Context: an optimization exercise on an open-source flow, tuned for small area, a short achievable clock period and few clock cycles per item. The choices shown serve that exercise and are no tape-out recipe.
In this exercise RTL edits were held to simulation tests only and were not proved equivalent to the original.
Power and IR drop assume default switching activity.

// mac_dsp_pipe
module mac_dsp_pipe #(
  parameter int A_WIDTH     = 25,
  parameter int B_WIDTH     = 18,
  parameter int ACC_WIDTH   = 48,
  parameter int PIPE_STAGES = 1
) (
  input  logic                 clk_i,
  input  logic                 rst_i,
  input  logic                 valid_i,
  output logic                 ready_o,
  input  logic [A_WIDTH-1:0]   a_i,
  input  logic [B_WIDTH-1:0]   b_i,
  input  logic                 clr_i,
  input  logic                 last_i,
  output logic                 valid_o,
  input  logic                 ready_i,
  output logic [ACC_WIDTH-1:0] acc_o,
  output logic                 ovf_o
);
==> flow/config.mk <==
export PLATFORM = sky130hd
export DESIGN_NAME = mac_dsp_pipe
export DESIGN_NICKNAME = mac_dsp_pipe
export VERILOG_FILES = /design/flow/design.v
export SDC_FILE = /design/flow/constraint.sdc
export NUM_CORES = 4
export LEC_CHECK = 0
export CAP_MARGIN = 20
export CORE_MARGIN = 2
export CORE_UTILIZATION = 60
export GPL_TIMING_DRIVEN = 0
export PLACE_DENSITY = 0.75
export SETUP_SLACK_MARGIN = 3.2
export SLEW_MARGIN = 20
==> flow/constraint.sdc <==
create_clock -name core_clock -period 7.0 [get_ports {clk_i}]
set_input_delay 1.4000 -clock core_clock [delete_from_list [all_inputs] [get_ports {clk_i}]]
set_output_delay 1.4000 -clock core_clock [all_outputs]
set_load 0.01 [all_outputs]
standard.sh (not shown) runs the stock make flow with config.mk's settings and CLKGATE_MAP_FILE= SYNTH_SCRIPT=/design/flow/synth_recipe.tcl, a recipe that flattens the netlist after the stock synthesis.
==> flow/flow/run.sh <==
#!/bin/bash
# Standard layout, with netlist steps between synthesis and floorplan: fanout.py takes out the
# synthesis buffers (the flow removes them anyway); fixinv.py removes the inverters that Yosys
# leaves between full-adder cells (a full adder is self-dual, so a cell can compute on complemented
# signals instead; single-output gates can be swapped for their complement); fanout.py then gives
# register outputs with many loads a driver (two inverters). The new netlist is used only if ABC's cec proves it
# equivalent to the standard synthesis (registers paired by name); else the standard one is kept.
set -uo pipefail
export PATH="$FLOW_HOME/../tools/install/yosys/bin:$FLOW_HOME/../tools/install/OpenROAD/bin:$PATH"
R=orfs/results/${FLOW_PLATFORM}/mac_dsp_pipe/base
# port buffers: a plain buffer instead of the delay cell buffer_ports picks by itself
export BUFFER_PORTS_ARGS="-buffer_cell sky130_fd_sc_hd__buf_1"
bash standard.sh synth > synth.log 2>&1 || { echo "synthesis failed"; exit 1; }
cp "$R/1_2_yosys.v" standard_synth.v
if python3 flow/fanout.py standard_synth.v nobuf_synth.v 0 > fanout0.log 2>&1 \
   && python3 flow/fixinv.py nobuf_synth.v inv_synth.v > fixinv.log 2>&1 \
   && python3 flow/fanout.py inv_synth.v fixed_synth.v ${FANOUT_MAX:-12} > fanout.log 2>&1 \
   && bash flow/cec.sh standard_synth.v fixed_synth.v > cec.log 2>&1 \
   && grep -q "Networks are equivalent" cec.log; then
  echo "using the netlist with full-adder polarities fixed"
  cp fixed_synth.v "$R/1_2_yosys.v"
  touch "$R/1_2_yosys.v"
else
  echo "keeping the standard netlist"
fi
bash standard.sh > layout.log 2>&1 || { echo "layout failed"; exit 1; }
test -f out/final.def
Other scripts of this flow, unchanged in this note and not shown: flow/flow/cec.sh, flow/flow/cutff.py, flow/flow/fanout.py, flow/flow/fixinv.py, flow/flow/lib2v.py
The baseline produced a clean layout.
Testbench counts at the start, summed over its fixed seeds: cycles 16,090, samples 16,066.
==> next run, changes <==
--- a/flow/flow/run.sh
+++ b/flow/flow/run.sh
@@ -15,5 +15,5 @@
 if python3 flow/fanout.py standard_synth.v nobuf_synth.v 0 > fanout0.log 2>&1 \
    && python3 flow/fixinv.py nobuf_synth.v inv_synth.v > fixinv.log 2>&1 \
-   && python3 flow/fanout.py inv_synth.v fixed_synth.v ${FANOUT_MAX:-12} > fanout.log 2>&1 \
+   && python3 flow/fanout.py inv_synth.v fixed_synth.v ${FANOUT_MAX:-20} > fanout.log 2>&1 \
    && bash flow/cec.sh standard_synth.v fixed_synth.v > cec.log 2>&1 \
    && grep -q "Networks are equivalent" cec.log; then
- CORE_UTILIZATION: 60 -> 75
- GPL_TIMING_DRIVEN: 0 -> unset
- PLACE_DENSITY: 0.75 -> 0.85
- SETUP_SLACK_MARGIN: 3.2 -> 3.0
Result:
- global-route usage rose by 8.5 points
- core utilization rose by 17 points
- clock power is about the same
- worst setup slack got worse by 0.16 ns
- cell area fell slightly
- total power fell by a few percent
- sequential share of layout area rose by 0.58 points
- critical path depth fell by 9
- count of clock-buffer cells in the layout fell by 5
- clock skew rose by 0.0034 ns
- register-to-register slack got worse by 0.16 ns
==> next run, changes <==
--- a/flow/flow/run.sh
+++ b/flow/flow/run.sh
@@ -15,5 +15,5 @@
 if python3 flow/fanout.py standard_synth.v nobuf_synth.v 0 > fanout0.log 2>&1 \
    && python3 flow/fixinv.py nobuf_synth.v inv_synth.v > fixinv.log 2>&1 \
-   && python3 flow/fanout.py inv_synth.v fixed_synth.v ${FANOUT_MAX:-20} > fanout.log 2>&1 \
+   && python3 flow/fanout.py inv_synth.v fixed_synth.v ${FANOUT_MAX:-12} > fanout.log 2>&1 \
    && bash flow/cec.sh standard_synth.v fixed_synth.v > cec.log 2>&1 \
    && grep -q "Networks are equivalent" cec.log; then
- CORE_UTILIZATION: 75 -> 60
- PLACE_DENSITY: 0.85 -> 0.75
- SETUP_SLACK_MARGIN: 3.0 -> 3.2
Final cell count went up by 7.6%.
Setup slack gets better by 0.23 ns.
Power went down by 1.7%.
Core utilization went down by 17 points.
Global-route usage went down by 8.0 points.
Area after synthesis went up by 1.5%.
Routed wire length went down by 4.6%.
Synthesized cell count went up by 3.8%.
Clock power hardly moves.
==> next run, changes <==
- SETUP_SLACK_MARGIN: 3.2 -> 3.4
Effect: The new run finished clean. Clock skew stays flat. Routed wire length stays flat. Synthesized area does not change. Die area is unchanged. Cell count decreases slightly. Final area barely changes. Hold slack stays flat. Critical path depth is unchanged.
==> next run, changes <==
- CORE_UTILIZATION: 60 -> 75
- PLACE_DENSITY: 0.75 -> 0.85
- SETUP_SLACK_MARGIN: 3.4 -> 3.0
Effect:
- The changed run completed with no timing, DRC or antenna violations
- cell area decreases by 0.53%
- flip-flop and latch count does not change
- worst hold slack gets better by 0.0089 ns
- maximum frequency decreases by 9.0%
- worst setup slack gets worse by 0.38 ns
- first-iteration DRC count increases by 36%
- core utilization increases by 17 points
- area after synthesis stays the same
- via count increases by 5.1%

Starting RTL as in the previous note.
## mac_dsp_pipe
module mac_dsp_pipe #(
  parameter int A_WIDTH     = 25,
  parameter int B_WIDTH     = 18,
  parameter int ACC_WIDTH   = 48,
  parameter int PIPE_STAGES = 1
) (
  input  logic                 clk_i,
  input  logic                 rst_i,
  input  logic                 valid_i,
  output logic                 ready_o,
  input  logic [A_WIDTH-1:0]   a_i,
  input  logic [B_WIDTH-1:0]   b_i,
  input  logic                 clr_i,
  input  logic                 last_i,
  output logic                 valid_o,
  input  logic                 ready_i,
  output logic [ACC_WIDTH-1:0] acc_o,
  output logic                 ovf_o
);
  logic ce, take, start, clear, new_frame, ovf, add_ovf, basen47;
  logic [47:0] acc, base;
  logic [48:0] tsum, rx, ry;
  logic [25:0] am;    
  logic [18:0] bm;    
  logic one0, two0, neg0, ppn0, e_one0, e_two0, e_neg0;
  logic [24:0] pp0;
  logic one1, two1, neg1, ppn1, e_one1, e_two1, e_neg1;
  logic [24:0] pp1;
  logic one2, two2, neg2, ppn2, e_one2, e_two2, e_neg2;
  logic [24:0] pp2;
  logic one3, two3, neg3, ppn3, e_one3, e_two3, e_neg3;
  logic [24:0] pp3;
  logic one4, two4, neg4, ppn4, e_one4, e_two4, e_neg4;
  logic [24:0] pp4;
  logic one5, two5, neg5, ppn5, e_one5, e_two5, e_neg5;
  logic [24:0] pp5;
  ...
Settings: LEC_CHECK=0, CAP_MARGIN=5, CORE_MARGIN=2, CORE_UTILIZATION=60, PLACE_DENSITY=0.75, SETUP_SLACK_MARGIN=3.2, SLEW_MARGIN=5; clock period 7.0 ns.
==> flow/flow/run.sh <==
#!/bin/bash
# Standard layout, with netlist steps between synthesis and floorplan: fanout.py takes out the
# synthesis buffers (the flow removes them anyway); fixinv.py removes the inverters that Yosys
# leaves between full-adder cells (a full adder is self-dual, so a cell can compute on complemented
# signals instead; single-output gates can be swapped for their complement); fanout.py then gives
# register outputs with many loads a driver (two inverters). The new netlist is used only if ABC's cec proves it
# equivalent to the standard synthesis (registers paired by name); else the standard one is kept.
set -uo pipefail
export PATH="$FLOW_HOME/../tools/install/yosys/bin:$FLOW_HOME/../tools/install/OpenROAD/bin:$PATH"
R=orfs/results/${FLOW_PLATFORM}/mac_dsp_pipe/base
# port buffers: a plain buffer instead of the delay cell buffer_ports picks by itself
export BUFFER_PORTS_ARGS="-buffer_cell sky130_fd_sc_hd__buf_1"
bash standard.sh synth > synth.log 2>&1 || { echo "synthesis failed"; exit 1; }
cp "$R/1_2_yosys.v" standard_synth.v
if python3 flow/fanout.py standard_synth.v nobuf_synth.v 0 > fanout0.log 2>&1 \
   && python3 flow/fixinv.py nobuf_synth.v inv_synth.v > fixinv.log 2>&1 \
   && python3 flow/fanout.py inv_synth.v fixed_synth.v ${FANOUT_MAX:-12} > fanout.log 2>&1 \
   && bash flow/cec.sh standard_synth.v fixed_synth.v > cec.log 2>&1 \
   && grep -q "Networks are equivalent" cec.log; then
  echo "using the netlist with full-adder polarities fixed"
  cp fixed_synth.v "$R/1_2_yosys.v"
  touch "$R/1_2_yosys.v"
else
  echo "keeping the standard netlist"
fi
bash standard.sh > layout.log 2>&1 || { echo "layout failed"; exit 1; }
test -f out/final.def
Other scripts of this flow, unchanged in this note and not shown: flow/flow/cec.sh, flow/flow/cutff.py, flow/flow/fanout.py, flow/flow/fixinv.py, flow/flow/lib2v.py
Testbench counts at the start, summed over its fixed seeds: cycles 16,090, samples 16,066.
==> next run, changes <==
- CAP_MARGIN: 5 -> 20
- CORE_UTILIZATION: 60 -> 50
- PLACE_DENSITY: 0.75 -> 0.65
- SLEW_MARGIN: 5 -> 20
What happened: Routed wire length goes up by 3.1%; via count goes down by 2.2%; sequential share of layout area goes down by 0.61 points; non-clock buffer count goes up by 13; clock skew goes down by 0.0044 ns; total power goes up by 1.9%; worst setup slack loses 0.16 ns; final cell count goes up by 4.5%; clock-buffer cell count goes down by 3; design area goes up by 2.1%; sequential power is about the same.

## static timing again, ports no longer ideal
In the flow no input, the clock included, has a driving cell. The finished layouts below were timed again as built, in two steps. Step 1 sets driving cells, clkbuf_16 on the clock port and buf_2 on the other inputs (assumed; they add their load-dependent delay and slew). Step 2 adds t to the input delays and takes it off the output delays; t is the mean of the earliest and latest rising clock arrival at the registers after step 1. Input paths then give back, and output paths get back, about the clock's delay inside the block. Slacks: ideal ports / drivers / drivers and shift; pairs: ideal ports / drivers.
run	t (ns)	slack for setup (ns)	worst register clock-pin slew, ns	worst slew at a driven data input, ns
the first run of note 1	0.496	3.131 / 3.131 / 3.131	0.07 / 0.07	0.03
the second run of note 1	0.507	2.968 / 2.968 / 2.968	0.09 / 0.09	0.04
the third run of note 1	0.503	3.196 / 3.196 / 3.196	0.09 / 0.09	0.03
the fourth run of note 1	0.498	3.213 / 3.213 / 3.213	0.09 / 0.09	0.03
the fifth run of note 1	0.514	2.838 / 2.838 / 2.838	0.09 / 0.09	0.04
the first run of note 2	0.503	3.196 / 3.196 / 3.196	0.09 / 0.09	0.03
the second run of note 2	0.508	3.040 / 3.040 / 3.040	0.08 / 0.08	0.04
After both steps setup and hold are still met in every run listed.
